Background: an optimization exercise with open tools, aiming at small area, a short achievable clock period and few clock cycles per item. Do not read the settings as production practice.
At most, simulation tests tie the RTL to the original design; equivalence was not proved.

// board_eval
module board_eval
#(
   parameter int EVAL_WIDTH = 16                       
)
(
   input  logic                         clk,
   input  logic                         reset,
   input  logic [255:0]                 board_in,
   input  logic                         board_valid,
   input  logic                         attack_done,
   input  logic                         clear_eval,
   output logic signed [EVAL_WIDTH-1:0] eval,
   output logic                         eval_valid
);
For scale: about 30000 um^2 of cells after synthesis.
export LEC_CHECK = 0
export CAP_MARGIN = 20
export CORE_MARGIN = 2
export CORE_UTILIZATION = 40
export SETUP_SLACK_MARGIN = 1.1
export SLEW_MARGIN = 20
create_clock -name core_clock -period 7.0 [get_ports {clk}]
standard.sh (not shown) runs the stock make flow with config.mk's settings and CLKGATE_MAP_FILE= SYNTH_SCRIPT=/design/flow/synth_recipe.tcl, a recipe that flattens the netlist after the stock synthesis.
==> flow/flow/run.sh <==
#!/bin/bash
# The standard layout with two changes:
#  - after the standard synthesis, fapol.py removes inverters around the full adders
#    by using some adders with all pins inverted (a full adder is self-dual); the
#    registers are not touched;
#  - the input and output ports are buffered with buf_1 cells.
set -euo pipefail
R=orfs/results/sky130hd/board_eval/base
bash standard.sh synth > synth_flow.log 2>&1
cp $R/1_2_yosys.v synth_standard.v
python3 flow/fapol.py synth_standard.v $R/1_2_yosys.v > fapol.log 2>&1
touch $R/1_2_yosys.v
bash standard.sh finish BUFFER_PORTS_ARGS="-buffer_cell sky130_fd_sc_hd__buf_1" > finish_flow.log 2>&1
Other scripts of this flow, unchanged in this note and not shown: flow/flow/fapol.py
The baseline produced a clean layout.
Testbench counts at the start, summed over its fixed seeds: cycles 2,048, boards 512.
Rerun with:
Settings changed: CORE_UTILIZATION 40 to 55, SETUP_SLACK_MARGIN 1.1 to 1.0.
Effect: Design area came out lower by 1.3%. Fmax came out lower by 1.6%.


board_eval, a different RTL version from the one above (not shown whole).
Size in the first run: about 3800 cells after synthesis, ~0.034 mm2 of cells after synthesis.
clock: 7.0 ns
lec_check: 0
cap_margin: 20
core_margin: 2
core_utilization: 40
setup_slack_margin: 1.0
slew_margin: 20
==> flow/flow/run.sh <==
#!/bin/bash
# The standard layout with two changes:
#  - after the standard synthesis, fapol.py removes inverters around the full adders
#    by using some adders with all pins inverted (a full adder is self-dual); the
#    registers are not touched;
#  - the input and output ports are buffered with buf_2 cells.
set -euo pipefail
R=orfs/results/sky130hd/board_eval/base
bash standard.sh synth > synth_flow.log 2>&1
cp $R/1_2_yosys.v synth_standard.v
python3 flow/fapol.py synth_standard.v $R/1_2_yosys.v > fapol.log 2>&1
touch $R/1_2_yosys.v
bash standard.sh finish BUFFER_PORTS_ARGS="-buffer_cell sky130_fd_sc_hd__buf_2" > finish_flow.log 2>&1
Other scripts of this flow, unchanged in this note and not shown: flow/flow/fapol.py
Edit:
--- a/flow/config.mk
+++ b/flow/config.mk
@@ -11 +11 @@
-export SETUP_SLACK_MARGIN = 1.0
+export SETUP_SLACK_MARGIN = 2.0
Effect:
- routed wire length came out higher by 5.6%
- design area came out higher by 13%
- first-iteration DRC count came out lower by 21%
- non-clock buffer count came out higher by 106
- global-route usage came out higher by 1.2 points
- setup slack improves by 0.12 ns
- clock skew came out lower by 0.0087 ns
Edit:
--- a/flow/config.mk
+++ b/flow/config.mk
@@ -11 +10,0 @@
-export SETUP_SLACK_MARGIN = 2.0
After rerunning: The changed run ran to the end with no violations; global-route usage goes down by 1.3 points; setup slack loses 0.63 ns.
Edit:
--- a/flow/config.mk
+++ b/flow/config.mk
@@ -10,0 +11 @@
+export SETUP_SLACK_MARGIN = 1.5
Non-clock buffer count rises by 17.
Worst setup slack improves by 0.71 ns.
Hold slack degrades by 0.0071 ns.
Wire length rises slightly.
Die area does not change.
Global-route usage rises by 0.54 points.
No functional check of the RTL was part of any run of this note.


board_eval, a different RTL version from the one above (not shown whole).
Size: about 2900 cells after synthesis, about 280 I/O pins, about 30000 µm² of cells after synthesis.
==> flow/config.mk <==
export PLATFORM = sky130hd
export DESIGN_NAME = board_eval
export DESIGN_NICKNAME = board_eval
export VERILOG_FILES = /design/flow/design.v
export SDC_FILE = /design/flow/constraint.sdc
export NUM_CORES = 4
export LEC_CHECK = 0
export CAP_MARGIN = 20
export CORE_MARGIN = 2
export CORE_UTILIZATION = 40
export SETUP_SLACK_MARGIN = 1.0
export SLEW_MARGIN = 20
==> flow/constraint.sdc <==
create_clock -name core_clock -period 7.0 [get_ports {clk}]
set_input_delay 1.4000 -clock core_clock [delete_from_list [all_inputs] [get_ports {clk}]]
set_output_delay 1.4000 -clock core_clock [all_outputs]
set_load 0.01 [all_outputs]
==> flow/flow/run.sh <==
#!/bin/bash
# The standard layout with two changes:
#  - after the standard synthesis, fapol.py removes inverters around the full adders
#    by using some adders with all pins inverted (a full adder is self-dual); the
#    registers are not touched;
#  - the input and output ports are buffered with buf_1 cells.
set -euo pipefail
R=orfs/results/sky130hd/board_eval/base
bash standard.sh synth > synth_flow.log 2>&1
cp $R/1_2_yosys.v synth_standard.v
python3 flow/fapol.py synth_standard.v $R/1_2_yosys.v > fapol.log 2>&1
touch $R/1_2_yosys.v
bash standard.sh finish BUFFER_PORTS_ARGS="-buffer_cell sky130_fd_sc_hd__buf_1" > finish_flow.log 2>&1
Other scripts of this flow, unchanged in this note and not shown: flow/flow/fapol.py
The first run completed with no timing, DRC or antenna violations.
Testbench counts at the start, summed over its fixed seeds: cycles 2,048, boards 512.
Edit:
- SETUP_SLACK_MARGIN: 1.0 -> 0.8
Wire length shrinks slightly.
Die area does not change.
Core utilization shrinks by 0.53 points.
Design area shrinks slightly.
Edit:
- ABC_AREA: not set -> 1
- SETUP_SLACK_MARGIN: 0.8 -> 1.0
The changed run went through all stages and came out clean.
Wire length grows by roughly a tenth.
Clock skew increases by 0.0086 ns.
Global-route usage goes up by 1.4 points.
First-iteration DRC count came out higher by well over a third.
Via count came out higher by about a fifth.
Final cell count came out higher by about a fifth.
Worst setup slack improves by 0.25 ns.
Die area rises by a few percent.
Edit:
--- a/flow/flow/run.sh
+++ b/flow/flow/run.sh
@@ -6 +6 @@
-#  - the input and output ports are buffered with buf_1 cells.
+#  - the input and output ports are buffered with buf_2 cells.
@@ -13 +13 @@
-bash standard.sh finish BUFFER_PORTS_ARGS="-buffer_cell sky130_fd_sc_hd__buf_1" > finish_flow.log 2>&1
+bash standard.sh finish BUFFER_PORTS_ARGS="-buffer_cell sky130_fd_sc_hd__buf_2" > finish_flow.log 2>&1
- ABC_AREA: 1 -> not set
- SETUP_SLACK_MARGIN: 1.0 -> 1.3
Result: Setup slack degrades by 0.14 ns; critical path depth rose by 2; sequential cell count is unchanged; synthesized cell count fell by about 20%; clock-buffer cell count rose by 2; wire length fell by 8.6%; synthesized area fell by 4.4%; utilization rose by 2.0 points; final area barely changes; sequential share of layout area rose by 0.21 points.
Edit:
--- a/flow/flow/run.sh
+++ b/flow/flow/run.sh
@@ -6 +6 @@
-#  - the input and output ports are buffered with buf_2 cells.
+#  - the input and output ports are buffered with buf_1 cells.
@@ -13 +13 @@
-bash standard.sh finish BUFFER_PORTS_ARGS="-buffer_cell sky130_fd_sc_hd__buf_2" > finish_flow.log 2>&1
+bash standard.sh finish BUFFER_PORTS_ARGS="-buffer_cell sky130_fd_sc_hd__buf_1" > finish_flow.log 2>&1
- SETUP_SLACK_MARGIN: 1.3 -> 1.15
What happened: The changed run finished clean; wire length goes down slightly; worst hold slack got worse by 0.012 ns; setup slack degrades by 0.037 ns; global-route usage falls by 0.32 points; cell area goes down by a few percent; clock skew went down by 0.0069 ns.
Edit:
--- a/flow/flow/run.sh
+++ b/flow/flow/run.sh
@@ -6 +6 @@
-#  - the input and output ports are buffered with buf_1 cells.
+#  - the input and output ports are buffered with buf_2 cells.
@@ -13 +13 @@
-bash standard.sh finish BUFFER_PORTS_ARGS="-buffer_cell sky130_fd_sc_hd__buf_1" > finish_flow.log 2>&1
+bash standard.sh finish BUFFER_PORTS_ARGS="-buffer_cell sky130_fd_sc_hd__buf_2" > finish_flow.log 2>&1
- SETUP_SLACK_MARGIN: 1.15 -> 1.0
Critical path depth drops by 1.
Non-clock buffer count drops by 15.
Worst hold slack loses 0.0070 ns.
Register-to-register slack stays flat.
Die area is unchanged.
Clock-buffer cell count stays the same.
Routed wire length drops by 0.72%.
Global-route usage drops by 0.27 points.

[port drivers added, routing unchanged]
In the flow no input, the clock included, has a driving cell. The finished layouts below were timed again as built, in two steps.
Step 1 sets driving cells, clkbuf_16 on the clock port and buf_2 on the other inputs (assumed; they add their load-dependent delay and slew).
Step 2 moves the port delays by t, midway between the first and last clock arrival at a register: inputs arrive t later, outputs are due t later. That takes back most of the time a late clock gives input paths.
a / b / c = ideal / step 1 / step 2; a / b = the first two.
| run | t (ns) | setup slack, ns | worst register clock-pin slew, ns | pins driven straight from the clock port |
|---|---|---|---|---|
| the first run of note 1 | 0.506 | 1.249 / 1.249 / 0.850 | 0.08 / 0.08 | 1 |
| the second run of note 1 | 0.485 | 1.156 / 1.156 / 0.852 | 0.07 / 0.07 | 1 |
| the first run of note 2 | 0.502 | 0.875 / 0.875 / 0.727 | 0.08 / 0.08 | 1 |
| the second run of note 2 | 0.522 | 0.992 / 0.992 / 0.992 | 0.07 / 0.07 | 1 |
| the third run of note 2 | 0.499 | 0.367 / 0.367 / 0.367 | 0.07 / 0.07 | 1 |
| the fourth run of note 2 | 0.514 | 1.076 / 1.076 / 1.067 | 0.08 / 0.08 | 1 |
| the first run of note 3 | 0.498 | 1.175 / 1.175 / 0.885 | 0.07 / 0.07 | 1 |
| the second run of note 3 | 0.502 | 1.027 / 1.027 / 0.876 | 0.07 / 0.07 | 1 |
| the third run of note 3 | 0.516 | 1.278 / 1.300 / 0.794 | 0.08 / 0.08 | 1 |
| the fourth run of note 3 | 0.502 | 1.142 / 1.142 / 0.970 | 0.07 / 0.07 | 1 |
| the fifth run of note 3 | 0.504 | 1.105 / 1.105 / 0.924 | 0.07 / 0.07 | 1 |
| the sixth run of note 3 | 0.512 | 1.115 / 1.115 / 0.940 | 0.08 / 0.08 | 1 |
After both steps setup and hold are still met in every run listed. The setup slack of the third run of note 3, which loses most, moves by +0.022 ns with the drivers and by -0.484 ns with both steps.
